This design comes from an exercise in tuning for small area, a short achievable clock period and few clock cycles on the open sky130 flow, not from production work. Where RTL was checked, it was by simulation tests only, not by an equivalence proof against the original. The RTL of runs 1 to 3, 6 and 7 was laid out without a check of its function. No activity file was given, so power comes from the tool's default toggle rates.

--- design/flow/flow/run.sh ---
#!/bin/bash
# standard layout, except that synthesis maps the logic with the ABC script in
# flow/abc_area.script (more restructuring before an area-oriented mapping);
# everything else, including the synthesis passes before ABC, is ORFS's own
set -euo pipefail
WORK=$(pwd)
rm -rf "$WORK/scripts_abc"
cp -r "$FLOW_HOME/scripts" "$WORK/scripts_abc"
cp "$WORK/flow/abc_area.script" "$WORK/scripts_abc/abc_area.script"
bash standard.sh SCRIPTS_DIR="$WORK/scripts_abc" synth > "$WORK/synth.log" 2>&1
bash standard.sh > "$WORK/layout.log" 2>&1
--- design/flow/standard.sh ---
#!/bin/bash
# synth_recipe.tcl (not shown) runs the flow's synth.tcl, then flattens the netlist and writes it again
# the make line also repeats each setting of config.mk as NAME=value (left out here)
make -C /OpenROAD-flow-scripts/flow DESIGN_CONFIG=/design/flow/config.mk WORK_HOME=/design/flow/orfs CLKGATE_MAP_FILE= SYNTH_SCRIPT=/design/flow/synth_recipe.tcl "${@:-finish}"
--- design/flow/design.v ---
package b58enc_pkg;
    localparam int MAX_BYTES_DEF   = 32;
    localparam int DIGIT_SLOTS_DEF = 45;
    localparam int OUT_LIMIT       = 45;
    localparam int RADIX   = 58;
    localparam int BYTE_W  = 8;
    localparam int DIGIT_W = 6;
    localparam int CHAR_W  = 7;
    localparam int CARRY_W = 9;
    localparam int SUM_W   = 14;
    localparam int LEFT_W  = $clog2(OUT_LIMIT + 1);
    localparam int RECIP_SHIFT = 20;
    localparam int RECIP_MUL   = (1 << RECIP_SHIFT) / RADIX;
    localparam int RECIP_W     = 15;
    localparam logic [RADIX*8-1:0] ALPHABET =
        "123456789ABCDEFGHJKLMNPQRSTUVWXYZabcdefghijkmnopqrstuvwxyz";
    localparam logic [CHAR_W-1:0] ONE_CHAR = 7'h31;
    function automatic logic [CHAR_W-1:0] b58_char(input logic [DIGIT_W-1:0] d);
        logic [DIGIT_W-1:0] k;
        logic [7:0]         c;
        k = (d >= DIGIT_W'(RADIX)) ? d - DIGIT_W'(RADIX) : d;
        c = ALPHABET[(RADIX - 1 - k) * 8 +: 8];
        b58_char = c[CHAR_W-1:0];
    endfunction
    function automatic logic dbl_carry(input logic [DIGIT_W-1:0] d);
        dbl_carry = d[5] | (d[4] & d[3] & d[2] & (d[1] | d[0]));
    endfunction
    function automatic logic [DIGIT_W-1:0] dbl_digit(input logic [DIGIT_W-1:0] d, input logic g,
                                                     input logic c);
        logic t;
        t = d[1] | d[0];
        dbl_digit = {d[4] ^ (g & d[3] & d[2] & t),
                     d[3] ^ (g & d[2] & t),
                     d[2] ^ (g & t),
                     d[1] ^ (g & !d[0]),
                     d[0] ^ g,
                     c};
    endfunction
endpackage
module base58_encoder_unit #(
    parameter int MAX_BYTES   = b58enc_pkg::MAX_BYTES_DEF,
    parameter int DIGIT_SLOTS = b58enc_pkg::DIGIT_SLOTS_DEF,
    parameter int STEP_BITS   = 4
) (
    input  logic                          i_clk,
    input  logic                          i_rst_n,
    input  logic                          i_in_valid,
    output logic                          o_in_ready,
    input  logic [b58enc_pkg::BYTE_W-1:0] i_in_data_byte,
    input  logic                          i_in_last_byte,
    output logic                          o_out_valid,
    input  logic                          i_out_ready,
    output logic [b58enc_pkg::CHAR_W-1:0] o_out_char,
    output logic                          o_out_last_char,
    output logic                          o_out_overflow
);
    localparam int ND  = 44;                     
    localparam int DW  = b58enc_pkg::DIGIT_W;
    localparam int CW  = b58enc_pkg::CHAR_W;
    localparam int BYW = b58enc_pkg::BYTE_W;
    localparam int BW  = $clog2(MAX_BYTES + 1);
    localparam int NCH = BYW / STEP_BITS;
    localparam int NW  = $clog2(NCH + 1);
    localparam int FW  = CW + 2;                 
    localparam int PW  = $clog2(ND + 1);
    typedef enum logic [1:0] {
        O_IDLE, O_ONES, O_DIG, O_FLUSH
    } t_ostate;
    logic [DW-1:0]     r_dig [ND];
    logic [DW-1:0]     n_dig [ND];
    logic [DW-1:0]     stp   [STEP_BITS+1][ND];
    logic              gc    [STEP_BITS][ND];
    logic [ND-1:0]     r_msk, n_msk;             
    logic [ND-1:0]     nz;
    logic [BYW-1:0]    r_nxt, n_nxt;
    logic              r_nxt_v, n_nxt_v;
    logic              r_nxt_last, n_nxt_last;
    logic [BYW-1:0]    r_sh, n_sh;
    logic [NW-1:0]     r_nb, n_nb;
    logic [BW-1:0]     r_zp, n_zp;
    logic [BW-1:0]     r_bytes, n_bytes;
    logic              r_inzp, n_inzp;
    logic              r_ovf, n_ovf;
    logic              r_done, n_done;
    t_ostate           r_os, n_os;
    logic [BW-1:0]     r_ozp, n_ozp;
    logic              r_oovf, n_oovf;
    logic              r_onum, n_onum;
    logic              r_ofound, n_ofound;
    logic [PW-1:0]     r_opos, n_opos;           
    logic              r_qv, n_qv;
    logic [BW-1:0]     r_qzp, n_qzp;
    logic              r_qovf, n_qovf;
    logic              r_qnum, n_qnum;
    logic [PW-1:0]     r_qpos, n_qpos;
    logic              r_v0, n_v0, r_v1, n_v1;
    logic [FW-1:0]     r_f0, n_f0, r_f1, n_f1;
    logic              sel_st, sel_sh, sel_hd;
    logic              r_stall, n_stall, nzb2;
    logic              r_rst;                    
    logic              step, last_st, consume, hand, shift, push, pop, fin;
    logic [FW-1:0]     pdata;
    logic [DW-1:0]     top;
    assign o_in_ready      = !r_nxt_v;
    assign o_out_valid     = r_v0;
    assign o_out_char      = r_f0[FW-1 -: CW];
    assign o_out_last_char = r_f0[1];
    assign o_out_overflow  = r_f0[0];
    always_comb begin
        for (int i = 0; i < ND; i++) stp[0][i] = r_dig[i];
        for (int k = 0; k < STEP_BITS; k++) begin
            for (int i = 0; i < ND; i++) gc[k][i] = b58enc_pkg::dbl_carry(stp[k][i]);
            for (int i = 0; i < ND; i++) begin
                stp[k+1][i] = b58enc_pkg::dbl_digit(stp[k][i], gc[k][i],
                    (i == 0) ? r_sh[BYW-1-k] : gc[k][i-1]);
            end
        end
    end
    always_comb begin
        for (int i = 0; i < ND; i++) nz[i] = (r_dig[i] != '0);
        nzb2 = 1'b0;
        for (int i = 0; i + 2 < ND; i++) nzb2 = nzb2 | (nz[i] & !r_msk[i+1] & r_msk[i+2]);
        top        = r_dig[ND-1];
        n_os       = r_os;
        n_ozp      = r_ozp;
        n_oovf     = r_oovf;
        n_onum     = r_onum;
        n_ofound   = r_ofound;
        n_opos     = r_opos;
        n_qv       = r_qv;
        n_qzp      = r_qzp;
        n_qovf     = r_qovf;
        n_qnum     = r_qnum;
        n_qpos     = r_qpos;
        n_msk      = r_msk;
        shift = 1'b0;
        push  = 1'b0;
        fin   = 1'b0;
        pdata = {b58enc_pkg::ONE_CHAR, 1'b0, r_oovf};
        unique case (r_os)
            O_IDLE: begin
            end
            O_ONES: begin
                if (r_onum && !r_ofound && (top == '0)) shift = 1'b1;
                if (!r_v1) begin
                    push     = 1'b1;
                    pdata[1] = !r_onum && (r_ozp == BW'(1));
                    n_ozp    = r_ozp - BW'(1);
                    if (r_ozp == BW'(1)) begin
                        if (r_onum) n_os = O_DIG;
                        else        fin  = 1'b1;
                    end
                end
            end
            O_DIG: begin
                if (!r_ofound && (top == '0)) begin
                    shift = 1'b1;
                end else if (!r_v1) begin
                    shift    = 1'b1;
                    push     = 1'b1;
                    pdata    = {b58enc_pkg::b58_char(top), r_opos == PW'(1), r_oovf};
                    n_ofound = 1'b1;
                    if (r_opos == PW'(1)) fin = 1'b1;
                end
            end
            O_FLUSH: begin
                shift = 1'b1;
                if (r_opos == PW'(1)) fin = 1'b1;
            end
            default: begin
                fin = 1'b1;
            end
        endcase
        step    = (r_nb != '0) && ((shift && !r_msk[0]) || !r_stall);
        last_st = (r_nb == '0) || ((r_nb == NW'(1)) && step);
        hand    = r_done && last_st && !r_qv;
        consume = r_nxt_v && (!r_done || hand) && last_st;
        n_nxt      = r_nxt;
        n_nxt_v    = r_nxt_v;
        n_nxt_last = r_nxt_last;
        n_sh       = r_sh;
        n_nb       = r_nb;
        n_zp       = hand ? '0   : r_zp;
        n_bytes    = hand ? '0   : r_bytes;
        n_inzp     = hand ? 1'b1 : r_inzp;
        n_ovf      = hand ? 1'b0 : r_ovf;
        n_done     = hand ? 1'b0 : r_done;
        if (i_in_valid && !r_nxt_v) begin
            n_nxt      = i_in_data_byte;
            n_nxt_last = i_in_last_byte;
            n_nxt_v    = 1'b1;
        end
        if (step) begin
            n_nb = r_nb - NW'(1);
            n_sh = r_sh << STEP_BITS;
        end
        if (consume) begin
            n_nxt_v = 1'b0;
            if (n_bytes >= BW'(MAX_BYTES)) begin
                n_ovf = 1'b1;
            end else begin
                n_bytes = n_bytes + BW'(1);
                if (n_inzp && (r_nxt == '0)) begin
                    n_zp = n_zp + BW'(1);
                end else begin
                    n_inzp = 1'b0;
                    n_sh   = r_nxt;
                    n_nb   = NW'(NCH);
                end
            end
            if (r_nxt_last) n_done = 1'b1;
        end
        if (shift) begin
            n_msk  = r_msk << 1;
            n_opos = r_opos - PW'(1);
        end
        if (fin) n_os = O_IDLE;
        if ((r_os == O_IDLE) || fin) begin
            if (r_qv) begin
                n_qv     = 1'b0;
                n_ozp    = r_qzp;
                n_oovf   = r_qovf;
                n_onum   = r_qnum;
                n_ofound = 1'b0;
                n_opos   = r_qpos;
                if (r_qzp != '0) n_os = O_ONES;
                else             n_os = O_DIG;
            end else if (hand) begin
                n_ozp    = r_zp;
                n_oovf   = r_ovf;
                n_onum   = !r_inzp;
                n_ofound = 1'b0;
                n_opos   = r_inzp ? PW'(0) : PW'(ND);
                if (r_zp != '0) n_os = O_ONES;
                else            n_os = O_DIG;
            end
        end else if (hand) begin
            n_qv   = 1'b1;
            n_qzp  = r_zp;
            n_qovf = r_ovf;
            n_qnum = !r_inzp;
            n_qpos = r_inzp ? PW'(0) : PW'(ND) - n_opos;
        end
        if (hand && !r_inzp) n_msk = '1;
        n_stall = n_msk[1] || (n_msk[ND-1] && (shift ? (step && (nzb2 || r_msk[1]))
                                                     : (step || nzb2)));
        for (int i = 0; i < ND; i++) begin
            sel_st = !r_msk[i] && step;
            sel_sh = r_msk[i] && shift;
            sel_hd = !(sel_st || sel_sh);
            n_dig[i] = ({DW{sel_st}} & stp[STEP_BITS][i])
                     | ({DW{sel_sh}} & ((i == 0) ? DW'(0) : r_dig[i-1]))
                     | ({DW{sel_hd}} & r_dig[i]);
        end
        pop  = r_v0 && i_out_ready;
        n_v0 = r_v0;
        n_v1 = r_v1;
        n_f0 = r_f0;
        n_f1 = r_f1;
        if (pop) begin
            n_f0 = r_f1;
            n_v0 = r_v1;
            n_v1 = 1'b0;
        end
        if (push && !r_rst) begin
            if (!n_v0) begin
                n_f0 = pdata;
                n_v0 = 1'b1;
            end else begin
                n_f1 = pdata;
                n_v1 = 1'b1;
            end
        end
    end
    always_ff @(posedge i_clk) begin
        for (int i = 0; i < ND; i++) r_dig[i] <= n_dig[i];
        r_rst <= !i_rst_n;
        if (!i_rst_n) begin
            r_nxt_v  <= 1'b0;
            r_v0     <= 1'b0;
            r_v1     <= 1'b0;
        end else begin
            r_nxt_v  <= n_nxt_v;
            r_v0     <= n_v0;
            r_v1     <= n_v1;
        end
        if (r_rst) begin
            r_msk    <= '1;
            r_stall  <= 1'b1;
            r_nb     <= '0;
            r_zp     <= '0;
            r_bytes  <= '0;
            r_inzp   <= 1'b1;
            r_ovf    <= 1'b0;
            r_done   <= 1'b0;
            r_os     <= O_FLUSH;
            r_opos   <= PW'(ND);
            r_qv     <= 1'b0;
        end else begin
            r_msk    <= n_msk;
            r_stall  <= n_stall;
            r_nb     <= n_nb;
            r_zp     <= n_zp;
            r_bytes  <= n_bytes;
            r_inzp   <= n_inzp;
            r_ovf    <= n_ovf;
            r_done   <= n_done;
            r_os     <= n_os;
            r_opos   <= n_opos;
            r_qv     <= n_qv;
        end
        r_nxt      <= n_nxt;
        r_nxt_last <= n_nxt_last;
        r_sh       <= n_sh;
        r_ozp      <= n_ozp;
        r_oovf     <= n_oovf;
        r_onum     <= n_onum;
        r_ofound   <= n_ofound;
        r_qzp      <= n_qzp;
        r_qovf     <= n_qovf;
        r_qnum     <= n_qnum;
        r_qpos     <= n_qpos;
        r_f0       <= n_f0;
        r_f1       <= n_f1;
    end
endmodule
--- design/flow/config.mk ---
export PLATFORM = sky130hd
export DESIGN_NAME = base58_encoder_unit
export DESIGN_NICKNAME = base58_encoder_unit
export VERILOG_FILES = /design/flow/design.v
export SDC_FILE = /design/flow/constraint.sdc
export NUM_CORES = 4
export LEC_CHECK = 0
export ABC_AREA = 1
export CAP_MARGIN = 20
export CORE_MARGIN = 2
export CORE_UTILIZATION = 40
export SLEW_MARGIN = 20
--- design/flow/flow/abc_area.script ---
strash
dc2
balance
rewrite
refactor
balance
rewrite
rewrite -z
balance
refactor -z
rewrite -z
balance
dch -f
map -a -B 0.9
topo
stime -c
buffer -c
upsize -c
dnsize -c
--- design/flow/constraint.sdc ---
create_clock -name core_clock -period 12.0 [get_ports {i_clk}]
set_input_delay 2.4000 -clock core_clock [delete_from_list [all_inputs] [get_ports {i_clk}]]
set_output_delay 2.4000 -clock core_clock [all_outputs]
set_load 0.01 [all_outputs]
==> results of run 1 <==
## layout by cell type, fill, tap and decap left out, types with 10 or more instances in the layout
cell type          n
xnor2_1           60
o21ai_2           11
nor4_2            29
nor2_2            67
and2_1            10
clkbuf_8          11
o22ai_1           10
o21ai_0          196
nand2_2           62
nor2_1           642
nor3_1            43
edfxtp_1          34
nand3_1          243
o211ai_1          59
ha_1             188
a31oi_1           17
nand2_1          871
nor4_1            33
o221ai_1         180
a211oi_1          11
inv_1            680
dfxtp_1          363
a21oi_1          129
or2_1             27
nand4_1           67
clkinv_2          13
clkbuf_16         47
xor2_1           203
inv_2             71
clkdlybuf4s50_1   23
a211o_1           23
o21ai_1           25
a22oi_1           76
## how the worst min path moves through the flow
stage                    endpoint  slack [ns]  cells after the start
2_1_floorplan  r_qzp[0]$_DFFE_PP_        0.41                      0
3_3_place_gp    r_f1[0]$_DFFE_PP_        0.44                      0
3_5_place_dp   r_qzp[0]$_DFFE_PP_        0.43                      0
4_1_cts        r_qzp[0]$_DFFE_PP_        0.45                      0
5_1_grt        r_qzp[0]$_DFFE_PP_        0.46                      0
6_report       r_qzp[0]$_DFFE_PP_        0.46                      0
## worst reg2reg max path: stages, from the launching register on
cell and delay, ns:
dfxtp_1 0.36, nor2_1 0.17, nand3_1 0.09, nor4_1 0.34, nand2_1 0.13, nand2_2 0.42
inv_2 0.07, o21ai_0 0.35, nand2_1 0.09, nand2_1 0.11, nand2_1 0.11, nor2_2 0.55
inv_1 0.38, nand2_1 0.16, nand2_1 0.15, nor2_1 0.32, nand2_1 0.11, nor4_1 0.27
nand2_1 0.11, o21ai_0 0.16, a21oi_1 0.05
## cell type report
type	instances	area share [%]
clock buffer	64	3.964
clock inverter	22	0.7017
inverter	753	8.299
multi-input combinational	3397	58.12
sequential	397	24.33
tap	1040	3.821
timing repair buffer	27	0.7641
## layer usage
metal / part of all wire [%] / GRT usage, %
met5: 0 / 0
met4: 1.2 / 3.568
met3: 3.6 / 1.941
met2: 45 / 32.59
met1: 50 / 27.46
## through the flow
step	cells	worst slack, ns	utilization, %
2_1_floorplan	4580	8.083	-
3_3_place_gp	5614	7.379	42.11
3_5_place_dp	5614	7.356	42.12
4_1_cts	5700	7.336	44.18
5_1_grt	5700	6.656	44.18
6_report	5700	7.398	44.18
## power by group through the flow
stage	logic, mW	registers, mW	clock network (mW)
2_1_floorplan	3.31	1.95	0
3_3_place_gp	4.11	2.07	0
3_5_place_dp	4.11	2.07	0
4_1_cts	4.15	2.04	1.50
5_1_grt	4.75	2.10	1.56
6_report	4.15	2.05	1.47
## state kept, by name (all words and copies together) (netlist names), 2 cells and up
name and flops:
r_nxt 8, r_zp 6, r_sh 8, r_bytes 6, r_dig 264, r_qpos 6, r_f1 9, r_nb 2
r_opos 6, r_os 2, r_ozp 6, r_qzp 6, r_f0 9, r_msk 44
## kinds of logic after synthesis
family	synth area share (%)
buffers and inverters	9.515
AND/OR/NAND/NOR	30.51
XOR/XNOR	7.691
flip-flops	26.73
adder cells (fa/ha/maj)	7.586
multiplexers	0.1937
AO/OA/AOI/OAI	17.77
==> impl_metrics.yaml, run 1 <==
logic_synthesis:
  synthTopCellsByCount: "nand2_1, inv_1, nor2_1"
  ys_types: 61
  synth.avg_cell_area_sq_um: 6.770
  yosysMostFrequentCell: "nand2_1"
  yosysWarnings: 5
  syn_area_sq_um: 31010
  synthFlopType: "dfxtp_1"
  synth_edf_count: 34
  yosysTopAreaCell: "dfxtp_1"
  syn_inst: 4580
  synth-async-reset-ratio_pct: 0
  synth_area_leaders: "dfxtp_1, nand2_1, inv_1"
  ys_ff_latch: 397
  syn_nets: 4781
  yosysTopAreaCellShare_pct: 23.44
  ys_seq_area_share_pct: 26.73
cts:
  htreeDepth: 2
  cts_setup_buffers: 0
  cts_tree: "built"
  cts_resized: 0
  path_clk_slew_ns: 0.06
  cts_hold_buf: 0
  clockBufferDepth: 3
  clkSinkCount: 397
  insertion_delay_ns: 0.59
  cts.root.buffer_cell: "clkbuf_16"
  numCtsBuffers: 47
routing:
  route.detailed.drc: 0
  drt-initial-drc-count: 1797
  via_count: 29520
  ant_nets: 0
  routed_wl_mm: 78.42
  vias_per_cell: 5.178
  wl_per_cell_um: 13.76
  first_pass_iters: 6
timing:
  max_freq_ghz: 0.2173
  fin_skew_ns: 0.02530
  tightest_slew_ns: 0.9486
  period_share_pct: 38.35
  holdWs_ns: 0.4592
  rsz0062_at_grt: "false"
  hold_viol: 0
  slew_violations: 0
  slew_headroom_pct: 36.76
  tns_ns: 0
  post-route-min-period_ns: 4.602
  setup_viol: 0
critical_path:
  path_depth: 20
  r2r_end: "r_zp[5]$_SDFF_PP0_"
  crit_family: "simple AND/OR/NAND/NOR gates"
  crit_start: "r_dig[43][1]$_DFF_P_"
  cp.required_ns: 12.48
  crit_type: "flip-flop to flip-flop"
  end_kind: "flip-flop"
  timing.rr.start: "r_dig[43][1]$_DFF_P_"
  arrival_ns: 5.08
  reg2reg_slack_ns: 7.40
  worstSetupStartpointType: "flip-flop"
  crit_buf_inv: 2
  crit_top_cell: "nand2_1"
  worst_path_max_delay_cell: "nor2_2"
  timing.reg2reg.worst_path_depth: 20
  crit_end: "r_zp[5]$_SDFF_PP0_"
  crit_fanout: 21
  crit_chain: "nor2_1, nand3_1, nor4_1, nand2_1, nand2_2, inv_2, o21ai_0, nand2_1, nand2_1, nand2_1, nor2_2, inv_1, nand2_1, nand2_1, nor2_1, nand2_1, nor4_1, nand2_1, o21ai_0, a21oi_1"
  cpPeakStageDelay_ns: 0.55
floorplan:
  dieArea_sq_um: 79760
  start_util_pct: 40.23
  die_h_um: 282.4
  rows: 102
  core_area_sq_um: 77080
  io_pins: 24
  die_x_um: 282.4
final_layout:
  final_area_sq_um: 34060
  multiInputGateArea_sq_um: 19790
  diodes: 0
  nets: 4824
  area_growth_pct: 9.842
  drive_above_1_share_pct: 8.176
  nFillCells: 8016
  seqCellArea_sq_um: 8288
global_route:
  grt_pass1_wl_mm: 132.7
  grt_max_degree: 59
  grt_pass1_vias: 27530
  overflow: 0
  antenna_found_initial: 0
  grt_util_all_layers_pct: 19.54
power_and_ir_drop:
  power.density_nw_per_um2: 225.0
  power.switching_mw: 3.604
  combPwrFrac_pct: 54.1
  p_seq_share_pct: 26.7
  p_sw_share_pct: 47.02
  power_leakage_nw: 14.13
  finalPower_mw: 7.665
  clock_power_share_pct: 19.2
  p_int_mw: 4.061
  vdd_drop_max_v: 0.0001066
placed_design:
  placed_area_sq_um: 32470
  hpwlAfterDp_mm: 60.95
  io_buffers: 23
  gp_congestion: 0.8788
worst_hold_path:
  hp-class: "flip-flop to flip-flop"
  hp-start: "r_zp[0]$_SDFF_PP0_"
status:
  outcome: "finished clean"
flow_run:
  max-cap-violations: 0
==> inputs of run 2 (changes only) <==
--- a/design/flow/config.mk
+++ b/design/flow/config.mk
@@ -10,3 +10,4 @@
 export CORE_MARGIN = 2
 export CORE_UTILIZATION = 40
+export CTS_BUF_LIST = sky130_fd_sc_hd__clkbuf_4
 export SLEW_MARGIN = 20
==> impl_metrics.yaml, run 2 <==
final_layout:
  final_cell_mix: "nand2_1, inv_1, nor2_1"
  drive_above_1_share_pct: 10.12
  top_regs: "r_dig: 264 flops, r_msk: 44 flops"
  final_common_cell: "nand2_1"
  nFillCells: 8082
  max_flop_register: "r_dig"
  area_growth_pct: 9.495
  nets: 4886
  largest_reg_flops: 264
power_and_ir_drop:
  power.density_nw_per_um2: 220.8
  power.switching_mw: 3.615
  clock_power_share_pct: 17.4
  vdd_drop_max_v: 0.00009794
  p_seq_share_pct: 27.3
  power_leakage_nw: 14.22
  p_sw_share_pct: 48.23
  p_int_mw: 3.881
  combPwrFrac_pct: 55.3
logic_synthesis:
  ys_ff_latch: 397
  synth_edf_count: 34
  synth.avg_cell_area_sq_um: 6.770
  yosysMostFrequentCell: "nand2_1"
  synth-async-reset-ratio_pct: 0
  yosysTopAreaCellShare_pct: 23.44
  synth_area_leaders: "dfxtp_1, nand2_1, inv_1"
  yosysTopAreaCell: "dfxtp_1"
  synthTopCellsByCount: "nand2_1, inv_1, nor2_1"
  ys_seq_area_share_pct: 26.73
  yosysWarnings: 5
  syn_area_sq_um: 31010
  ys_types: 61
  synthFlopType: "dfxtp_1"
  syn_nets: 4781
  syn_inst: 4580
worst_hold_path:
  hp-class: "flip-flop to flip-flop"
critical_path:
  cp.required_ns: 12.75
  timing.rr.start: "r_dig[43][1]$_DFF_P_"
  crit_start: "r_dig[43][1]$_DFF_P_"
  r2r_end: "r_zp[5]$_SDFF_PP0_"
  cpPeakStageDelay_ns: 0.55
  timing.reg2reg.worst_path_depth: 20
  end_kind: "flip-flop"
  crit_fanout: 21
  crit_top_cell: "nand2_1"
  worst_path_max_delay_cell: "nor2_2"
  crit_chain: "nor2_1, nand3_1, nor4_1, nand2_1, nand2_2, inv_2, o21ai_0, nand2_1, nand2_1, nand2_1, nor2_2, inv_1, nand2_1, nand2_1, nor2_1, nand2_1, nor4_1, nand2_1, o21ai_0, a21oi_1"
  worstSetupStartpointType: "flip-flop"
  crit_end: "r_zp[5]$_SDFF_PP0_"
  crit_type: "flip-flop to flip-flop"
  arrival_ns: 5.39
  reg2reg_slack_ns: 7.36
cts:
  path_clk_slew_ns: 0.07
  cts_hold_buf: 0
  numCtsBuffers: 109
  htreeDepth: 3
  cts_resized: 0
  clockBufferDepth: 3
  cts_tree: "built"
  cts_setup_buffers: 0
  clkSinkCount: 397
  insertion_delay_ns: 0.92
  cts.root.buffer_cell: "clkbuf_4"
timing:
  holdWs_ns: 0.4422
  fin_ws_ns: 7.359
  slew_headroom_pct: 36.00
  tns_ns: 0
  max_freq_ghz: 0.2155
  post-route-min-period_ns: 4.641
  period_share_pct: 38.68
  setup_viol: 0
  fin_skew_ns: 0.1040
  rsz0062_at_grt: "false"
  tightest_slew_ns: 0.9599
  hold_viol: 0
  slew_violations: 0
status:
  outcome: "finished clean"
global_route:
  grt_pass1_wl_mm: 133.8
  grt_util_all_layers_pct: 19.76
  antenna_found_initial: 2
  overflow: 0
  grt_max_degree: 59
  grt_pass1_vias: 28090
routing:
  wl_per_cell_um: 13.61
  drt-initial-drc-count: 1848
  ant_nets: 0
  routed_wl_mm: 79.19
  vias_per_cell: 5.154
  via_count: 29990
  route.detailed.drc: 0
  first_pass_iters: 6
floorplan:
  start_util_pct: 40.23
  rows: 102
  die_h_um: 282.4
  dieArea_sq_um: 79760
  io_pins: 24
  die_x_um: 282.4
  core_area_sq_um: 77080
placed_design:
  hpwlAfterDp_mm: 60.95
  io_buffers: 23
  gp_congestion: 0.8788
  pre_cts_slack_ns: 7.356
flow_run:
  max-cap-violations: 0
[run 2: cell count changes in the layout (fill, tap and decap cells not counted), sizes merged]
| cell | change |
|---|---|
| clkbuf | +109 |
| clkinvlp | -2 |
| diode | +4 |
| clkinv | +7 |
| bufinv | -2 |
| inv | +2 |
[run 2: kinds of logic (layout without fill, tap and decap cells)]
| kind of cell | after synthesis | in the layout | share of synthesized area, % |
|---|---|---|---|
| and+or+nand+nor | 2132 | 2132 | 30.51 |
| xor gates and xnor gates | 268 | 268 | 7.691 |
| adders and majority gates | 188 | 188 | 7.586 |
| buffers and inverters | 786 | 980 | 9.515 |
| muxes | 6 | 6 | 0.1937 |
| DFF | 397 | 397 | 26.73 |
| other | 0 | 4 | 0 |
| AOI/OAI and AO/OA | 803 | 803 | 17.77 |
[run 2: layer usage]
layer  share of wire (%)  GRT usage [%]  wire [um]  up-vias
met5                   0              0          0        -
met4                 1.4          4.396       1106        0
met3                 3.8          2.800       2986      111
met2                  45          32.57      35560      529
met1                  50          27.27      39530    13650
li1                    -              -          -    15700
[run 2: worst max-delay path, delay by kind of cell (launching register included)]
kind / cells / cell delay (ns)
and+or+nand+nor: 15 / 3.15
AOI/OAI and AO/OA: 3 / 0.56
DFF: 1 / 0.36
buffers and inverters: 2 / 0.44
[run 2: area by class of cell]
cell class	instances	area [sq um]	area share (%)
multi-input cells	3397	19790	58.30
flip-flops and latches	397	8288	24.41
inverters	753	2826	8.325
well taps	1040	1301	3.833
clock buffers	173	1299	3.825
repair buffers	27	260.3	0.7665
clock inverters	27	172.7	0.5086
diodes	4	10.01	0.02948
[run 2: worst min-delay path by stage]
stage | to | slack (ns) | cells past startpoint | from
after floorplan | r_qzp[0]$_DFFE_PP_ | 0.41 | 0 | r_zp[0]$_SDFF_PP0_
after global placement | r_f1[0]$_DFFE_PP_ | 0.44 | 0 | r_oovf$_DFFE_PP_
after detailed placement | r_qzp[0]$_DFFE_PP_ | 0.43 | 0 | r_zp[0]$_SDFF_PP0_
after CTS | r_qzp[0]$_DFFE_PP_ | 0.44 | 0 | r_zp[0]$_SDFF_PP0_
after global routing | r_qzp[0]$_DFFE_PP_ | 0.46 | 0 | r_zp[0]$_SDFF_PP0_
final | r_qzp[0]$_DFFE_PP_ | 0.44 | 0 | r_zp[0]$_SDFF_PP0_
[run 2: metrics by stage]
stage          util (%)  power [mW]  std cells  area [sq um]
2_1_floorplan         -       5.256       4580         31010
3_3_place_gp      42.11       6.185       5614         32460
3_5_place_dp      42.12       6.181       5614         32470
4_1_cts           44.03       7.531       5814         33940
5_1_grt           44.04       8.259       5818         33950
6_report          44.04       7.496       5818         33950
[run 2: power by group through the flow]
| stage | clock, mW | combinational, mW | sequential [mW] |
|---|---|---|---|
| 3_5_place_dp | 0 | 4.11 | 2.07 |
| 6_report | 1.30 | 4.14 | 2.05 |
| 3_3_place_gp | 0 | 4.11 | 2.07 |
| 5_1_grt | 1.42 | 4.75 | 2.09 |
| 2_1_floorplan | 0 | 3.31 | 1.95 |
| 4_1_cts | 1.34 | 4.15 | 2.04 |
==> inputs of run 3 (changes only) <==
--- a/design/flow/config.mk
+++ b/design/flow/config.mk
@@ -10,4 +10,5 @@
 export CORE_MARGIN = 2
 export CORE_UTILIZATION = 40
-export CTS_BUF_LIST = sky130_fd_sc_hd__clkbuf_4
+export CTS_BUF_LIST = sky130_fd_sc_hd__clkbuf_8
+export CTS_CLUSTER_SIZE = 24
 export SLEW_MARGIN = 20
==> impl_metrics.yaml, run 3 <==
status:
  outcome: "finished clean"
timing:
  fin_skew_ns: 0.04879
  slew_headroom_pct: 37.16
  tightest_slew_ns: 0.9339
  slew_violations: 0
  setup_viol: 0
  rsz0062_at_grt: "false"
  period_share_pct: 38.55
  tns_ns: 0
  post-route-min-period_ns: 4.626
  hold_viol: 0
  holdWs_ns: 0.4555
  max_freq_ghz: 0.2162
routing:
  vias_per_cell: 5.177
  drt-initial-drc-count: 2000
  via_count: 29760
  top_layer: "met4"
  met3WireLength_mm: 2.752
  wl_met2_mm: 35.52
  wl_met1_mm: 39.41
  route.detailed.drc: 0
  ant_nets: 0
  wl_per_cell_um: 13.75
  first_pass_iters: 6
  routed_wl_mm: 79.07
logic_synthesis:
  syn_nets: 4781
  yosysMostFrequentCell: "nand2_1"
  ys_seq_area_share_pct: 26.73
  synthTopCellsByCount: "nand2_1, inv_1, nor2_1"
  yosysTopAreaCell: "dfxtp_1"
  syn_inst: 4580
  ys_ff_latch: 397
  ys_types: 61
  synthSimpleGateAreaFrac_pct: 30.51
  synth_area_leaders: "dfxtp_1, nand2_1, inv_1"
  synth.avg_cell_area_sq_um: 6.770
  syn_area_sq_um: 31010
  synth_edf_count: 34
  synth-xor-area-share_pct: 7.691
  yosysWarnings: 5
  synth_top_family_by_area: "simple AND/OR/NAND/NOR gates"
  synth_compound_area_share_pct: 17.77
  synthFlopType: "dfxtp_1"
  synthAdderAreaFrac_pct: 7.586
  yosysTopAreaCellShare_pct: 23.44
  yosys-mux-area-fraction_pct: 0.1937
  synth-async-reset-ratio_pct: 0
placed_design:
  hpwlAfterDp_mm: 60.95
  io_buffers: 23
  gp_congestion: 0.8788
cts:
  cts.root.buffer_cell: "clkbuf_8"
  numCtsBuffers: 74
  htreeDepth: 3
  cts_setup_buffers: 0
  insertion_delay_ns: 0.70
  cts_tree: "built"
  cts_hold_buf: 0
  clkSinkCount: 397
  path_clk_slew_ns: 0.06
  cts_resized: 0
  clockBufferDepth: 3
critical_path:
  crit_type: "flip-flop to flip-flop"
  worst_path_max_delay_cell: "nor2_2"
  crit_chain: "nor2_1, nand3_1, nor4_1, nand2_1, nand2_2, inv_2, o21ai_0, nand2_1, nand2_1, nand2_1, nor2_2, inv_1, nand2_1, nand2_1, nor2_1, nand2_1, nor4_1, nand2_1, o21ai_0, a21oi_1"
  r2r_end: "r_zp[5]$_SDFF_PP0_"
  timing.rr.start: "r_dig[43][1]$_DFF_P_"
  reg2reg_slack_ns: 7.37
  timing.reg2reg.worst_path_depth: 20
  worstSetupStartpointType: "flip-flop"
  arrival_ns: 5.17
  cp.required_ns: 12.55
  crit_fanout: 21
  crit_top_cell: "nand2_1"
  end_kind: "flip-flop"
  crit_start: "r_dig[43][1]$_DFF_P_"
  crit_end: "r_zp[5]$_SDFF_PP0_"
  cpPeakStageDelay_ns: 0.55
floorplan:
  die_h_um: 282.4
  core_area_sq_um: 77080
  die_x_um: 282.4
  io_pins: 24
  rows: 102
  dieArea_sq_um: 79760
  start_util_pct: 40.23
power_and_ir_drop:
  power_leakage_nw: 14.22
  vdd_drop_max_v: 0.00009504
  power.density_nw_per_um2: 222.4
final_layout:
  nets: 4851
  final_cell_mix: "nand2_1, inv_1, nor2_1"
  nFillCells: 8050
  drive_above_1_share_pct: 8.730
  top_regs: "r_dig: 264 flops, r_msk: 44 flops"
  final_common_cell: "nand2_1"
  area_growth_pct: 9.668
  largest_reg_flops: 264
  max_flop_register: "r_dig"
flow_run:
  max-cap-violations: 0
global_route:
  grt_pass1_vias: 27810
  grt_max_degree: 59
  grt_pass1_wl_mm: 133.6
  grt_util_all_layers_pct: 19.75
  antenna_found_initial: 0
  overflow: 0
worst_hold_path:
  hp-class: "flip-flop to flip-flop"
-- run 3: cell types whose count changed in the layout (fill, tap and decap cells not counted), sizes merged --
cell / change
clkinv: -11
clkbuf: -83
diode: -3
clkinvlp: +1
inv: +27
-- run 3: stage by stage --
stage,worst slack [ns],total power [mW],area [sq um],cells,util [%]
detailed placement,7.356,6.181,32470,5614,42.12
global placement,7.379,6.185,32460,5614,42.11
CTS,7.334,7.596,34000,5748,44.11
finish,7.374,7.564,34010,5749,44.11
floorplan,8.083,5.256,31010,4580,-
global route,6.651,8.313,34000,5748,44.11
-- run 3: cell families (layout without fill, tap and decap cells) --
logic type / after synthesis / after routing
DFF: 397 / 397
buffers and inverters: 786 / 914
other: 0 / 1
xor gates and xnor gates: 268 / 268
adders and majority gates: 188 / 188
and+or+nand+nor: 2132 / 2132
muxes: 6 / 6
AOI/OAI and AO/OA: 803 / 803
-- run 3: area by class of cell --
cell class              count  area (sq um)  share of cell area [%]
well taps                1040          1301                   3.827
clock inverters            44         294.0                  0.8647
diodes                      1         2.502                0.007359
flip-flops and latches    397          8288                   24.37
multi-input cells        3397         19790                   58.21
inverters                 753          2826                   8.312
clock buffers              90          1239                   3.643
repair buffers             27         260.3                  0.7653
-- run 3: report_power, final --
| group | internal [mW] | switching, mW |
|---|---|---|
| clock network | 0.735 | 0.634 |
| registers | 1.70 | 0.350 |
| logic | 1.49 | 2.66 |
-- run 3: how the worst min path moves through the flow --
stage / start / end / depth (start not counted)
global placement: r_oovf$_DFFE_PP_ / r_f1[0]$_DFFE_PP_ / 0
floorplan: r_zp[0]$_SDFF_PP0_ / r_qzp[0]$_DFFE_PP_ / 0
detailed placement: r_zp[0]$_SDFF_PP0_ / r_qzp[0]$_DFFE_PP_ / 0
CTS: r_zp[0]$_SDFF_PP0_ / r_qzp[0]$_DFFE_PP_ / 0
finish: r_zp[0]$_SDFF_PP0_ / r_qzp[0]$_DFFE_PP_ / 0
global route: r_zp[0]$_SDFF_PP0_ / r_qzp[0]$_DFFE_PP_ / 0
-- run 3: critical path: cells and delay by family (launching register included) --
family                 cells  cell delay [ns]
AOI/OAI and AO/OA          3             0.56
buffers and inverters      2             0.44
and+or+nand+nor           15             3.14
DFF                        1             0.35
-- run 3: layer usage --
layer	GRT usage, %	up-vias
met5	0	-
met4	4.803	0
met3	2.263	110
met2	32.63	470
met1	27.36	13630
li1	-	15550
==> inputs of run 4 (changes only) <==
--- a/design/flow/design.v
+++ b/design/flow/design.v
@@ -97,5 +97,5 @@
     logic [FW-1:0]     r_f0, n_f0, r_f1, n_f1;
     logic              sel_st, sel_sh, sel_hd;
-    logic              r_stall, n_stall, nzb2;
+    logic              r_stall, n_stall, nzb2, sure_sh;
     logic              r_rst;                    
     logic              step, last_st, consume, hand, shift, push, pop, fin;
@@ -172,5 +172,6 @@
             end
         endcase
-        step    = (r_nb != '0) && ((shift && !r_msk[0]) || !r_stall);
+        sure_sh = ((r_os == O_DIG) && !r_v1) || (r_os == O_FLUSH);
+        step    = (r_nb != '0) && ((sure_sh && !r_msk[0]) || !r_stall);
         last_st = (r_nb == '0) || ((r_nb == NW'(1)) && step);
         hand    = r_done && last_st && !r_qv;
--- a/design/flow/config.mk
+++ b/design/flow/config.mk
@@ -10,5 +10,3 @@
 export CORE_MARGIN = 2
 export CORE_UTILIZATION = 40
-export CTS_BUF_LIST = sky130_fd_sc_hd__clkbuf_8
-export CTS_CLUSTER_SIZE = 24
 export SLEW_MARGIN = 20
==> impl_metrics.yaml, run 4 <==
final_layout:
  largest_reg_flops: 264
  final_area_sq_um: 33910
  max_flop_register: "r_dig"
  final_util_pct: 44.50
  diodes: 0
  top_regs: "r_dig: 264 flops, r_msk: 44 flops"
  area_growth_pct: 9.867
  final_cell_mix: "nand2_1, inv_1, nor2_1"
  nets: 4828
  nFillCells: 7852
  final_cells: 5689
  drive_above_1_share_pct: 6.868
  final_common_cell: "nand2_1"
cts:
  clockBufferDepth: 3
  path_clk_slew_ns: 0.06
  cts_tree: "built"
  cts_hold_buf: 0
  numCtsBuffers: 46
  cts_setup_buffers: 0
  insertion_delay_ns: 0.58
  htreeDepth: 2
  cts.root.buffer_cell: "clkbuf_16"
  cts_resized: 0
  clkSinkCount: 397
global_route:
  overflow: 0
  grt_max_degree: 58
  globalRouteMet2Util_pct: 32.60
  grt_util_all_layers_pct: 19.76
  antenna_found_initial: 0
  grt_pass1_wl_mm: 133.4
  grt_pass1_vias: 27470
  grt_busiest_layer: "met2"
  grt_use_met3_pct: 1.765
  met1_usage_pct: 28.26
floorplan:
  dieArea_sq_um: 79400
  io_pins: 24
  rows: 101
  die_h_um: 281.8
  die_x_um: 281.8
  core_area_sq_um: 76200
  start_util_pct: 40.51
logic_synthesis:
  syn_inst: 4580
  yosysTopAreaCell: "dfxtp_1"
  yosysTopAreaCellShare_pct: 23.54
  synth-async-reset-ratio_pct: 0
  ys_seq_area_share_pct: 26.85
  yosysWarnings: 5
  ys_types: 62
  synth.avg_cell_area_sq_um: 6.739
  syn_nets: 4781
  synthFlopType: "dfxtp_1"
  synthTopCellsByCount: "nand2_1, inv_1, nor2_1"
  yosysMostFrequentCell: "nand2_1"
  synth_edf_count: 34
  ys_ff_latch: 397
  synth_area_leaders: "dfxtp_1, nand2_1, inv_1"
  syn_area_sq_um: 30870
critical_path:
  reg2reg_slack_ns: 7.46
  r2r_end: "r_dig[40][2]$_DFF_P_"
  worstSetupStartpointType: "flip-flop"
  timing.rr.start: "r_dig[40][1]$_DFF_P_"
  crit_fanout: 4
  cpPeakStageDelay_ns: 0.57
  end_kind: "flip-flop"
  path_depth: 25
  crit_top_cell: "nand2_1"
  worst_path_max_delay_cell: "a2111oi_1"
  crit_family: "simple AND/OR/NAND/NOR gates"
  crit_buf_inv: 4
  crit_type: "flip-flop to flip-flop"
  cp.required_ns: 12.45
  arrival_ns: 4.99
  timing.reg2reg.worst_path_depth: 25
timing:
  post-route-min-period_ns: 4.537
  fin_skew_ns: 0.02109
  rsz0062_at_grt: "false"
  tns_ns: 0
  hold_viol: 0
  max_freq_ghz: 0.2204
  setup_viol: 0
  tightest_slew_ns: 0.9444
  slew_violations: 0
  period_share_pct: 37.81
  slew_headroom_pct: 37.04
power_and_ir_drop:
  p_int_mw: 4.138
  clock_power_share_pct: 18.6
  power.density_nw_per_um2: 231.9
  p_sw_share_pct: 47.38
  vdd_drop_max_v: 0.0001151
  power_leakage_nw: 14.65
  combPwrFrac_pct: 55.5
  power.switching_mw: 3.726
  p_seq_share_pct: 25.9
  finalPower_mw: 7.864
worst_hold_path:
  min_to: "r_sh[3]$_DFF_P_"
  hp-class: "flip-flop to flip-flop"
  hp-start: "r_sh[3]$_DFF_P_"
  holdPathStages: 2
placed_design:
  dp_cells: 5609
  io_buffers: 23
  hpwlAfterDp_mm: 61.34
  gp_congestion: 0.8625
  placed_area_sq_um: 32340
routing:
  drt-initial-drc-count: 1859
  via_count: 29410
  route.detailed.drc: 0
  vias_per_cell: 5.169
  first_pass_iters: 6
  ant_nets: 0
  wl_per_cell_um: 13.92
  routed_wl_mm: 79.19
flow_run:
  max-cap-violations: 0
status:
  outcome: "finished clean"
run 4: power groups by stage:
stage          sequential [mW]  combinational [mW]  clock [mW]
2_1_floorplan             1.96                3.43           0
4_1_cts                   2.03                4.36        1.50
3_5_place_dp              2.05                4.33           0
3_3_place_gp              2.06                4.32           0
6_report                  2.03                4.37        1.46
5_1_grt                   2.08                4.98        1.55
run 4: how the worst max path moves through the flow:
| stage | from | endpoint |
|---|---|---|
| after global placement | r_dig[4][1]$_DFF_P_ | r_dig[4][3]$_DFF_P_ |
| after floorplan | r_dig[28][1]$_DFF_P_ | r_dig[28][5]$_DFF_P_ |
| after detailed placement | r_dig[4][1]$_DFF_P_ | r_dig[4][3]$_DFF_P_ |
| after global routing | r_dig[40][1]$_DFF_P_ | r_dig[40][2]$_DFF_P_ |
| after CTS | r_dig[4][1]$_DFF_P_ | r_dig[4][3]$_DFF_P_ |
| final | r_dig[40][1]$_DFF_P_ | r_dig[40][2]$_DFF_P_ |
run 4: cell type report:
type / count / area [sq um] / area share, %
Clock inverter: 19 / 275.3 / 0.8117
Multi-Input combinational cell: 3381 / 19590 / 57.77
Inverter: 770 / 2890 / 8.523
Timing Repair Buffer: 31 / 290.3 / 0.8560
Sequential cell: 397 / 8288 / 24.44
Tap cell: 1030 / 1289 / 3.800
Clock buffer: 61 / 1289 / 3.800
run 4: metal layers:
layer  vias up  wire length [um]
met3        72              2850
met1     13440             40010
met2       479             35440
met5         -                 0
li1      15420                 -
met4         0               887
run 4: cell families after synthesis:
| kind of cell | after synthesis | synth area share [%] |
|---|---|---|
| XOR/XNOR | 302 | 8.764 |
| multiplexers | 7 | 0.2270 |
| flip-flops | 397 | 26.85 |
| AO/OA/AOI/OAI | 740 | 16.68 |
| AND/OR/NAND/NOR | 2144 | 30.11 |
| buffers and inverters | 802 | 9.753 |
| adder cells (fa/ha/maj) | 188 | 7.621 |
run 4: per-stage QoR:
stage | setup slack (ns) | hold slack (ns)
final | 7.463 | 0.4684
after global placement | 7.588 | 0.4455
after floorplan | 8.188 | 0.4268
after global routing | 6.854 | 0.4834
after detailed placement | 7.608 | 0.4617
after CTS | 7.570 | 0.4710
run 4: worst reg2reg max path, cell delays in order (launching register included):
cell	delay [ns]
dfxtp_1	0.37
nor2_1	0.21
nor2_1	0.07
nand3_1	0.07
inv_1	0.06
nor2_2	0.17
inv_1	0.07
ha_1	0.19
xnor2_1	0.17
a2111oi_1	0.57
a21oi_1	0.24
inv_2	0.14
nand2_1	0.09
xnor2_1	0.38
a21oi_1	0.08
nand3_1	0.10
nand2_1	0.11
ha_1	0.34
nand2_1	0.07
inv_1	0.05
nor2_1	0.17
nand2_1	0.11
nand2_1	0.15
ha_1	0.18
xor2_1	0.15
o221ai_1	0.12
Testbench counts of run 4, summed over its fixed seeds: cycles 8,391.
==> inputs of run 5 (changes only) <==
--- a/design/flow/config.mk
+++ b/design/flow/config.mk
@@ -10,3 +10,4 @@
 export CORE_MARGIN = 2
 export CORE_UTILIZATION = 40
+export CTS_BUF_LIST = sky130_fd_sc_hd__clkbuf_4
 export SLEW_MARGIN = 20
==> impl_metrics.yaml, run 5 <==
power_and_ir_drop:
  vdd_drop_max_v: 0.0001119
  power_leakage_nw: 14.74
  power.density_nw_per_um2: 226.8
final_layout:
  final_cell_mix: "nand2_1, inv_1, nor2_1"
  top_regs: "r_dig: 264 flops, r_msk: 44 flops"
  area_growth_pct: 9.473
  nFillCells: 7936
  drive_above_1_share_pct: 8.939
  max_flop_register: "r_dig"
  nets: 4889
  largest_reg_flops: 264
  final_common_cell: "nand2_1"
cts:
  htreeDepth: 3
  insertion_delay_ns: 0.90
  numCtsBuffers: 107
  cts_hold_buf: 0
  path_clk_slew_ns: 0.07
  clockBufferDepth: 3
  clkSinkCount: 397
  cts_tree: "built"
  cts_resized: 0
  cts_setup_buffers: 0
  cts.root.buffer_cell: "clkbuf_4"
floorplan:
  start_util_pct: 40.51
  core_area_sq_um: 76200
  die_x_um: 281.8
  dieArea_sq_um: 79400
  rows: 101
  die_h_um: 281.8
  io_pins: 24
critical_path:
  crit_fanout: 4
  cp.required_ns: 12.76
  crit_type: "flip-flop to flip-flop"
  arrival_ns: 5.28
  crit_family: "simple AND/OR/NAND/NOR gates"
  cpPeakStageDelay_ns: 0.57
  worst_path_max_delay_cell: "a2111oi_1"
  crit_top_cell: "nand2_1"
  end_kind: "flip-flop"
  worstSetupStartpointType: "flip-flop"
  crit_buf_inv: 4
logic_synthesis:
  syn_area_sq_um: 30870
  ys_seq_area_share_pct: 26.85
  syn_nets: 4781
  yosysTopAreaCell: "dfxtp_1"
  yosysTopAreaCellShare_pct: 23.54
  synth.avg_cell_area_sq_um: 6.739
  synth_area_leaders: "dfxtp_1, nand2_1, inv_1"
  synthTopCellsByCount: "nand2_1, inv_1, nor2_1"
  synthFlopType: "dfxtp_1"
  synth-async-reset-ratio_pct: 0
  ys_ff_latch: 397
  synth_edf_count: 34
  yosysWarnings: 5
  ys_types: 62
  yosysMostFrequentCell: "nand2_1"
  syn_inst: 4580
routing:
  drt-initial-drc-count: 1886
  via_count: 29910
  routed_wl_mm: 79.65
  wl_per_cell_um: 13.71
  first_pass_iters: 6
  route.detailed.drc: 0
  ant_nets: 0
  vias_per_cell: 5.146
global_route:
  grt_util_all_layers_pct: 20.03
  grt_max_degree: 58
  grt_pass1_vias: 28040
  grt_pass1_wl_mm: 134.7
  overflow: 0
  antenna_found_initial: 2
timing:
  period_share_pct: 37.66
  setup_viol: 0
  slew_violations: 0
  max_freq_ghz: 0.2213
  tns_ns: 0
  fin_skew_ns: 0.06585
  hold_viol: 0
  rsz0062_at_grt: "false"
  holdWs_ns: 0.4606
  slew_headroom_pct: 39.08
  post-route-min-period_ns: 4.519
  tightest_slew_ns: 0.9138
placed_design:
  io_buffers: 23
  hpwlAfterDp_mm: 61.34
  gp_congestion: 0.8625
worst_hold_path:
  hp-class: "flip-flop to flip-flop"
flow_run:
  max-cap-violations: 0
status:
  outcome: "finished clean"
[run 5: cell counts after synthesis]
Identical to the previous run, type by type.
[run 5: path summary, 6_finish.rpt]
| kind | slack, ns | depth (start not counted) | startpoint | to |
|---|---|---|---|---|
| worst max-delay path | 7.48 | 25 | r_dig[40][1]$_DFF_P_ | r_dig[40][2]$_DFF_P_ |
| worst min-delay path | 0.46 | 0 | r_oovf$_DFFE_PP_ | r_f1[0]$_DFFE_PP_ |
| worst min register to register | 0.46 | 0 | r_oovf$_DFFE_PP_ | r_f1[0]$_DFFE_PP_ |
| worst max register to register | 7.48 | 25 | r_dig[40][1]$_DFF_P_ | r_dig[40][2]$_DFF_P_ |
[run 5: report_power, final]
| group | switching, mW | leakage (nW) | internal (mW) |
|---|---|---|---|
| Sequential | 0.321 | 3.28 | 1.71 |
| Combinational | 2.82 | 10.6 | 1.54 |
| Clock | 0.607 | 0.853 | 0.658 |
[run 5: area by class of cell]
type,instances,area [sq um],area share (%)
inverters,770,2890,8.554
clock inverters,31,178.9,0.5295
diodes,4,10.01,0.02962
well taps,1030,1289,3.814
clock buffers,167,1254,3.710
multi-input cells,3381,19590,57.98
flip-flops and latches,397,8288,24.53
repair buffers,31,290.3,0.8591
[run 5: cell families after synthesis]
family | Yosys count | share of synthesized area [%]
mux | 7 | 0.2270
compound gates | 740 | 16.68
flops | 397 | 26.85
xor+xnor | 302 | 8.764
buf+inv | 802 | 9.753
simple gates | 2144 | 30.11
fa+ha+maj | 188 | 7.621
[run 5: metrics by stage]
| step | std cells | instance area (sq um) | worst slack, ns | power (mW) | util, % |
|---|---|---|---|---|---|
| 2_1_floorplan | 4580 | 30870 | 8.188 | 5.392 | - |
| 3_3_place_gp | 5609 | 32340 | 7.588 | 6.383 | 42.44 |
| 3_5_place_dp | 5609 | 32340 | 7.608 | 6.381 | 42.44 |
| 4_1_cts | 5807 | 33770 | 7.562 | 7.693 | 44.32 |
| 5_1_grt | 5811 | 33790 | 6.853 | 8.440 | 44.34 |
| 6_report | 5811 | 33790 | 7.481 | 7.663 | 44.34 |
[run 5: metal layers]
metal | routed length, um | vias to the layer above | GRT usage, %
met2 | 35300 | 552 | 32.46
li1 | - | 15630 | -
met5 | 0 | - | 0
met1 | 39990 | 13620 | 28.15
met4 | 1172 | 0 | 4.542
met3 | 3195 | 105 | 2.701
[run 5: worst reg2reg max path, cell delays in order, from the launching register on]
cell and delay [ns]:
dfxtp_1 0.37, nor2_1 0.21, nor2_1 0.07, nand3_1 0.06
inv_1 0.06, nor2_2 0.17, inv_1 0.07, ha_1 0.19
xnor2_1 0.17, a2111oi_1 0.57, a21oi_1 0.24, inv_2 0.14
nand2_1 0.09, xnor2_1 0.37, a21oi_1 0.08, nand3_1 0.10
nand2_1 0.11, ha_1 0.34, nand2_1 0.07, inv_1 0.05
nor2_1 0.16, nand2_1 0.11, nand2_1 0.15, ha_1 0.18
xor2_1 0.15, o221ai_1 0.12
==> inputs of run 6 (changes only) <==
--- a/design/flow/design.v
+++ b/design/flow/design.v
@@ -26,4 +26,10 @@
         dbl_carry = d[5] | (d[4] & d[3] & d[2] & (d[1] | d[0]));
     endfunction
+    function automatic logic dbl_carry2(input logic [DIGIT_W-1:0] d, input logic c);
+        logic [DIGIT_W-2:0] x;
+        x = d[DIGIT_W-2:0];
+        if (d[DIGIT_W-1]) dbl_carry2 = (x >= 5'd12) || ((x == 5'd11) && c);
+        else              dbl_carry2 = ((x >= 5'd15) && (x <= 5'd28)) || ((x == 5'd14) && c);
+    endfunction
     function automatic logic [DIGIT_W-1:0] dbl_digit(input logic [DIGIT_W-1:0] d, input logic g,
                                                      input logic c);
@@ -110,5 +116,8 @@
         for (int i = 0; i < ND; i++) stp[0][i] = r_dig[i];
         for (int k = 0; k < STEP_BITS; k++) begin
-            for (int i = 0; i < ND; i++) gc[k][i] = b58enc_pkg::dbl_carry(stp[k][i]);
+            for (int i = 0; i < ND; i++)
+                gc[k][i] = (k == 0) ? b58enc_pkg::dbl_carry(stp[k][i])
+                         : b58enc_pkg::dbl_carry2(stp[k-1][i],
+                               (i == 0) ? r_sh[BYW-k] : gc[k-1][i-1]);
             for (int i = 0; i < ND; i++) begin
                 stp[k+1][i] = b58enc_pkg::dbl_digit(stp[k][i], gc[k][i],
--- a/design/flow/config.mk
+++ b/design/flow/config.mk
@@ -10,4 +10,3 @@
 export CORE_MARGIN = 2
 export CORE_UTILIZATION = 40
-export CTS_BUF_LIST = sky130_fd_sc_hd__clkbuf_4
 export SLEW_MARGIN = 20
==> impl_metrics.yaml, run 6 <==
status:
  outcome: "finished clean"
global_route:
  grt_pass1_wl_mm: 162.2
  grt_pass1_vias: 32830
  overflow: 0
  antenna_found_initial: 1
  grt_util_all_layers_pct: 21.79
  grt_max_degree: 49
placed_design:
  io_buffers: 23
  gp_congestion: 0.9198
  hpwlAfterDp_mm: 77.11
critical_path:
  worstSetupStartpointType: "flip-flop"
  timing.reg2reg.worst_path_depth: 16
  crit_fanout: 48
  crit_type: "flip-flop to flip-flop"
  arrival_ns: 4.51
  cp.required_ns: 12.36
  end_kind: "flip-flop"
floorplan:
  rows: 107
  die_h_um: 296.6
  die_x_um: 296.6
  dieArea_sq_um: 87990
  start_util_pct: 40.29
  core_area_sq_um: 85010
  io_pins: 24
final_layout:
  area_growth_pct: 9.168
  diodes: 0
  drive_above_1_share_pct: 5.917
  max_flop_register: "r_dig"
  final_common_cell: "nand2_1"
  top_regs: "r_dig: 264 flops, r_msk: 44 flops"
  final_cell_mix: "nand2_1, inv_1, nor2_1"
  largest_reg_flops: 264
  nets: 5520
routing:
  vias_per_cell: 5.405
  ant_nets: 0
  routed_wl_mm: 98.22
  wl_per_cell_um: 15.11
  route.detailed.drc: 0
  via_count: 35140
  first_pass_iters: 5
  drt-initial-drc-count: 2477
logic_synthesis:
  synth-async-reset-ratio_pct: 0
  synthFlopType: "dfxtp_1"
  synth_edf_count: 34
  syn_inst: 5272
  ys_types: 84
  syn_area_sq_um: 34250
  yosysTopAreaCellShare_pct: 21.21
  yosysWarnings: 6
  syn_nets: 5475
  yosysMostFrequentCell: "nand2_1"
  synthTopCellsByCount: "nand2_1, inv_1, nor2_1"
  synth_area_leaders: "dfxtp_1, nand2_1, inv_1"
  synth.avg_cell_area_sq_um: 6.497
  ys_ff_latch: 397
  ys_seq_area_share_pct: 24.20
  yosysTopAreaCell: "dfxtp_1"
cts:
  clockBufferDepth: 3
  cts_tree: "built"
  cts_hold_buf: 0
  path_clk_slew_ns: 0.06
  cts_setup_buffers: 0
  htreeDepth: 2
  numCtsBuffers: 48
  clkSinkCount: 397
  cts_resized: 0
  insertion_delay_ns: 0.62
  cts.root.buffer_cell: "clkbuf_16"
timing:
  hold_viol: 0
  tns_ns: 0
  period_share_pct: 34.57
  max_freq_ghz: 0.2411
  setup_viol: 0
  rsz0062_at_grt: "false"
  slew_headroom_pct: 28.57
  slew_violations: 0
  tightest_slew_ns: 1.064
  fin_skew_ns: 0.03975
  post-route-min-period_ns: 4.148
power_and_ir_drop:
  vdd_drop_max_v: 0.0001009
  power_leakage_nw: 15.78
  power.density_nw_per_um2: 223.9
  finalPower_mw: 8.374
worst_hold_path:
  holdPathStages: 0
  hp-class: "flip-flop to flip-flop"
flow_run:
  max-cap-violations: 0
run 6: cell types whose count changed in the layout (fill, tap and decap cells not counted), sizes merged, moves of 25 or more:
cell    delta
inv      +199
o21ai    +165
nor2     +149
a21oi    +114
clkbuf   -103
nor3      +83
nand3     -66
xor2      -51
nand2     -40
a211oi    +34
o211ai    -34
a22oi     +33
o221ai    +27
o31ai     +25
run 6: area by class of cell:
cell class	instances	area, sq um
Tap cell	1144	1431
Sequential cell	397	8288
Timing Repair Buffer	30	282.8
Clock buffer	64	1323
Clock inverter	26	220.2
Fill cell	9001	47620
Multi-Input combinational cell	3874	22220
Inverter	966	3628
run 6: cell families (layout without fill, tap and decap cells):
logic type / count (synthesis) / count (layout) / synth area share, %
AND/OR/NAND/NOR: 2256 / 2256 / 28.16
AO/OA/AOI/OAI: 1179 / 1179 / 23.33
buffers and inverters: 1001 / 1086 / 10.98
flip-flops: 397 / 397 / 24.20
XOR/XNOR: 241 / 241 / 6.162
adder cells (fa/ha/maj): 190 / 190 / 6.940
multiplexers: 8 / 8 / 0.2338
run 6: stage by stage:
stage	area [sq um]	util, %	hold WS (ns)	setup WS, ns	std cells
4_1_cts	37390	43.98	0.4308	7.903	6501
3_3_place_gp	35840	42.16	0.4112	7.736	6410
2_1_floorplan	34250	-	0.4082	8.641	5272
6_report	37390	43.99	0.4325	7.852	6501
5_1_grt	37390	43.99	0.4486	7.398	6501
3_5_place_dp	35850	42.17	0.4164	7.716	6411
run 6: metal layers:
layer,global-route usage (%),wire length (um),vias to the layer above
met1,30.65,47820,16240
met5,0,10,-
met2,36.13,44430,770
met4,4.570,1402,2
met3,2.017,4547,103
li1,-,-,18020
run 6: power breakdown:
group          switching, mW  internal (mW)
Clock                  0.618          0.825
Combinational           3.19           1.62
Sequential             0.405           1.71
Total                   4.22           4.16
run 6: final timing paths:
check	start	to	slack (ns)
min reg2reg	r_zp[0]$_SDFF_PP0_	r_qzp[0]$_DFFE_PP_	0.43
max	r_dig[43][1]$_DFF_P_	r_qpos[5]$_SDFFCE_PP0P_	7.85
min	r_zp[0]$_SDFF_PP0_	r_qzp[0]$_DFFE_PP_	0.43
max reg2reg	r_dig[43][1]$_DFF_P_	r_qpos[5]$_SDFFCE_PP0P_	7.85
run 6: worst max-delay path: stages (launching register included):
cell	delay, ns
dfxtp_1	0.41
nor2_1	0.22
nand3_1	0.09
nor4_1	0.49
inv_1	0.09
nand2_1	0.09
nand2_2	0.04
buf_4	0.36
inv_2	0.47
buf_4	0.54
nand2_1	0.13
nor3_1	0.27
nand3b_1	0.13
xor2_1	0.18
inv_1	0.07
o21ai_0	0.15
a21oi_1	0.06
==> inputs of run 7 (changes only) <==
--- a/design/flow/design.v
+++ b/design/flow/design.v
@@ -99,5 +99,6 @@
     logic              r_qovf, n_qovf;
     logic              r_qnum, n_qnum;
-    logic [PW-1:0]     r_qpos, n_qpos;
+    logic [PW-1:0]     r_qpos, n_qpos;           
+    logic              r_qadj, n_qadj;
     logic              r_v0, n_v0, r_v1, n_v1;
     logic [FW-1:0]     r_f0, n_f0, r_f1, n_f1;
@@ -106,4 +107,5 @@
     logic              r_rst;                    
     logic              step, last_st, consume, hand, shift, push, pop, fin;
+    logic              c_full, c_zero, c_drop, c_zp, c_load;
     logic [FW-1:0]     pdata;
     logic [DW-1:0]     top;
@@ -142,4 +144,5 @@
         n_qnum     = r_qnum;
         n_qpos     = r_qpos;
+        n_qadj     = r_qadj;
         n_msk      = r_msk;
         shift = 1'b0;
@@ -185,15 +188,13 @@
         last_st = (r_nb == '0) || ((r_nb == NW'(1)) && step);
         hand    = r_done && last_st && !r_qv;
-        consume = r_nxt_v && (!r_done || hand) && last_st;
+        consume = r_nxt_v && last_st && (!r_done || !r_qv);
+        c_full = !hand && (r_bytes >= BW'(MAX_BYTES));
+        c_zero = (hand || r_inzp) && (r_nxt == '0);
+        c_drop = consume && c_full;
+        c_zp   = consume && !c_full && c_zero;
+        c_load = consume && !c_full && !c_zero;
         n_nxt      = r_nxt;
-        n_nxt_v    = r_nxt_v;
+        n_nxt_v    = r_nxt_v && !consume;
         n_nxt_last = r_nxt_last;
-        n_sh       = r_sh;
-        n_nb       = r_nb;
-        n_zp       = hand ? '0   : r_zp;
-        n_bytes    = hand ? '0   : r_bytes;
-        n_inzp     = hand ? 1'b1 : r_inzp;
-        n_ovf      = hand ? 1'b0 : r_ovf;
-        n_done     = hand ? 1'b0 : r_done;
         if (i_in_valid && !r_nxt_v) begin
             n_nxt      = i_in_data_byte;
@@ -201,23 +202,18 @@
             n_nxt_v    = 1'b1;
         end
-        if (step) begin
-            n_nb = r_nb - NW'(1);
+        n_zp    = hand ? BW'(c_zp) : r_zp + BW'(c_zp);
+        n_bytes = hand ? BW'(consume) : r_bytes + BW'(consume && !c_full);
+        n_inzp  = (hand || r_inzp) && !c_load;
+        n_ovf   = (!hand && r_ovf) || c_drop;
+        n_done  = (!hand && r_done) || (consume && r_nxt_last);
+        if (c_load) begin
+            n_sh = r_nxt;
+            n_nb = NW'(NCH);
+        end else if (step) begin
             n_sh = r_sh << STEP_BITS;
-        end
-        if (consume) begin
-            n_nxt_v = 1'b0;
-            if (n_bytes >= BW'(MAX_BYTES)) begin
-                n_ovf = 1'b1;
-            end else begin
-                n_bytes = n_bytes + BW'(1);
-                if (n_inzp && (r_nxt == '0)) begin
-                    n_zp = n_zp + BW'(1);
-                end else begin
-                    n_inzp = 1'b0;
-                    n_sh   = r_nxt;
-                    n_nb   = NW'(NCH);
-                end
-            end
-            if (r_nxt_last) n_done = 1'b1;
+            n_nb = r_nb - NW'(1);
+        end else begin
+            n_sh = r_sh;
+            n_nb = r_nb;
         end
         if (shift) begin
@@ -233,5 +229,5 @@
                 n_onum   = r_qnum;
                 n_ofound = 1'b0;
-                n_opos   = r_qpos;
+                n_opos   = r_qpos + PW'(r_qadj);
                 if (r_qzp != '0) n_os = O_ONES;
                 else             n_os = O_DIG;
@@ -250,5 +246,6 @@
             n_qovf = r_ovf;
             n_qnum = !r_inzp;
-            n_qpos = r_inzp ? PW'(0) : PW'(ND) - n_opos;
+            n_qpos = r_inzp ? PW'(0) : PW'(ND) - r_opos;
+            n_qadj = !r_inzp && shift;
         end
         if (hand && !r_inzp) n_msk = '1;
@@ -331,4 +328,5 @@
         r_qnum     <= n_qnum;
         r_qpos     <= n_qpos;
+        r_qadj     <= n_qadj;
         r_f0       <= n_f0;
         r_f1       <= n_f1;
==> impl_metrics.yaml, run 7 <==
logic_synthesis:
  synthTopCellsByCount: "nand2_1, inv_1, nor2_1"
  ys_seq_area_share_pct: 24.56
  synth_area_leaders: "dfxtp_1, nand2_1, inv_1"
  syn_inst: 5264
  ys_types: 70
  synthFlopType: "dfxtp_1"
  syn_area_sq_um: 34190
  yosysMostFrequentCell: "nand2_1"
  synth.avg_cell_area_sq_um: 6.495
  synth_edf_count: 43
  yosysTopAreaCellShare_pct: 20.79
  ys_ff_latch: 398
  synth-async-reset-ratio_pct: 0
final_layout:
  final_area_sq_um: 37420
  drive_above_1_share_pct: 6.538
  area_growth_pct: 9.445
  nFillCells: 8824
  max_flop_register: "r_dig"
  top_regs: "r_dig: 264 flops, r_msk: 44 flops"
  diodes: 0
  final_cells: 6497
routing:
  ant_nets: 0
  via_count: 35290
  drt-initial-drc-count: 2603
  vias_per_cell: 5.432
  first_pass_iters: 6
  route.detailed.drc: 0
cts:
  cts.root.buffer_cell: "clkbuf_16"
  numCtsBuffers: 48
  cts_tree: "built"
  clkSinkCount: 398
  path_clk_slew_ns: 0.06
  insertion_delay_ns: 0.62
  cts_resized: 0
timing:
  slew_violations: 0
  slew_headroom_pct: 30.80
  setup_viol: 0
  hold_viol: 0
  tightest_slew_ns: 1.031
  post-route-min-period_ns: 4.011
  tns_ns: 0
  max_freq_ghz: 0.2493
power_and_ir_drop:
  p_int_mw: 4.085
  power_leakage_nw: 15.81
  p_sw_share_pct: 49.52
  vdd_drop_max_v: 0.00009853
  clock_power_share_pct: 18.6
  p_seq_share_pct: 26.5
critical_path:
  crit_family: "buffers and inverters"
  crit_chain: "inv_1, clkdlybuf4s50_1"
  end_kind: "output pin"
  worst_path_max_delay_cell: "clkdlybuf4s50_1"
  path_depth: 2
  cp.required_ns: 9.60
  crit_buf_inv: 2
  cpPeakStageDelay_ns: 0.56
  worstSetupStartpointType: "flip-flop"
global_route:
  grt_util_all_layers_pct: 21.75
  grt_pass1_vias: 32590
  antenna_found_initial: 0
  grt_max_degree: 59
floorplan:
  dieArea_sq_um: 87830
  core_area_sq_um: 84880
  die_x_um: 296.4
  die_h_um: 296.4
  rows: 107
worst_hold_path:
  hp-class: "flip-flop to flip-flop"
status:
  outcome: "finished clean"
flow_run:
  max-cap-violations: 0
placed_design:
  hpwlAfterDp_mm: 76.01
  gp_congestion: 0.9082
[run 7: cell types whose count changed in the layout (fill, tap and decap cells not counted), moves of 12 or more]
cell / delta
a21oi_1: +27
a22oi_1: -12
a31oi_1: +20
inv_1: -31
inv_2: +70
nand2_1: -56
o2111ai_1: +15
o21ai_0: -66
o21ai_1: +57
[run 7: kinds of logic (layout without fill, tap and decap cells)]
| group | Yosys count | count (layout) | synth area share (%) |
|---|---|---|---|
| flops | 398 | 398 | 24.56 |
| mux | 9 | 9 | 0.2671 |
| buf+inv | 1033 | 1122 | 11.34 |
| compound gates | 1215 | 1215 | 23.60 |
| simple gates | 2172 | 2172 | 26.91 |
| xor+xnor | 244 | 244 | 6.250 |
| fa+ha+maj | 193 | 193 | 7.063 |
[run 7: layer usage]
layer | global-route usage (%) | vias to the layer above | wire length [um]
met4 | 5.198 | 0 | 1835
li1 | - | 18050 | -
met5 | 0 | - | 0
met1 | 30.40 | 16280 | 46820
met2 | 36.20 | 848 | 44470
met3 | 1.778 | 116 | 4666
[run 7: worst paths after layout]
kind	startpoint	endpoint	slack [ns]
worst max register to register	r_dig[4][1]$_DFF_P_	r_dig[5][4]$_DFF_P_	8.05
worst min-delay path	r_ofound$_DFF_P_	r_ofound$_DFF_P_	0.46
worst min register to register	r_ofound$_DFF_P_	r_ofound$_DFF_P_	0.46
worst max-delay path	r_nxt_v$_SDFF_PN0_	o_in_ready	7.99
[run 7: area by class of cell]
cell class	instances	area (sq um)	area share [%]
well taps	1144	1431	3.825
multi-input cells	3833	21930	58.61
flip-flops and latches	398	8398	22.44
repair buffers	28	267.8	0.7155
inverters	1004	3769	10.07
clock buffers	64	1351	3.611
clock inverters	26	271.5	0.7256
[run 7: power by group through the flow]
stage	sequential [mW]	clock [mW]	combinational, mW
global route	2.19	1.58	5.04
global placement	2.16	0	4.38
CTS	2.13	1.53	4.41
detailed placement	2.15	0	4.37
finish	2.14	1.50	4.45
floorplan	2.03	0	3.41
[run 7: through the flow]
step	hold slack (ns)	util, %	power, mW	setup WS, ns
final	0.4597	44.09	8.092	7.989
after global routing	0.4818	44.09	8.818	7.634
after CTS	0.4637	44.09	8.068	7.952
after detailed placement	0.4554	42.18	6.525	7.744
after global placement	0.4480	42.18	6.540	7.736
after floorplan	0.4215	-	5.436	8.637
[run 7: worst min-delay path: cells and delay by family, from the launching register on]
| kind | cells | cell delay [ns] |
|---|---|---|
| flops | 1 | 0.29 |
| buf+inv | 1 | 0.06 |
| compound gates | 1 | 0.06 |

==> port drivers added, routing unchanged <==
Ports are ideal in the flow. The routed layouts listed here were re-timed in OpenROAD. Step 1 sets driving cells, clkbuf_16 on the clock port and buf_2 on the other inputs (assumed; they add their load-dependent delay and slew). Step 2 times the ports against the registers' clock, not the clock port: input delays grow and output delays shrink by t, the midpoint of the rising clock arrivals with the driver on. Slacks: ideal / step 1 / step 2; pairs: ideal / step 1.
run	t, ns	setup slack, ns
run 1	0.639	7.398 / 7.398 / 7.398
run 2	0.921	7.359 / 7.359 / 7.359
run 3	0.730	7.374 / 7.374 / 7.374
run 4	0.633	7.463 / 7.463 / 7.463
run 5	0.936	7.481 / 7.481 / 7.481
run 6	0.662	7.852 / 7.852 / 7.852
run 7	0.678	7.989 / 7.920 / 7.731
After both steps every run listed still meets setup and hold.
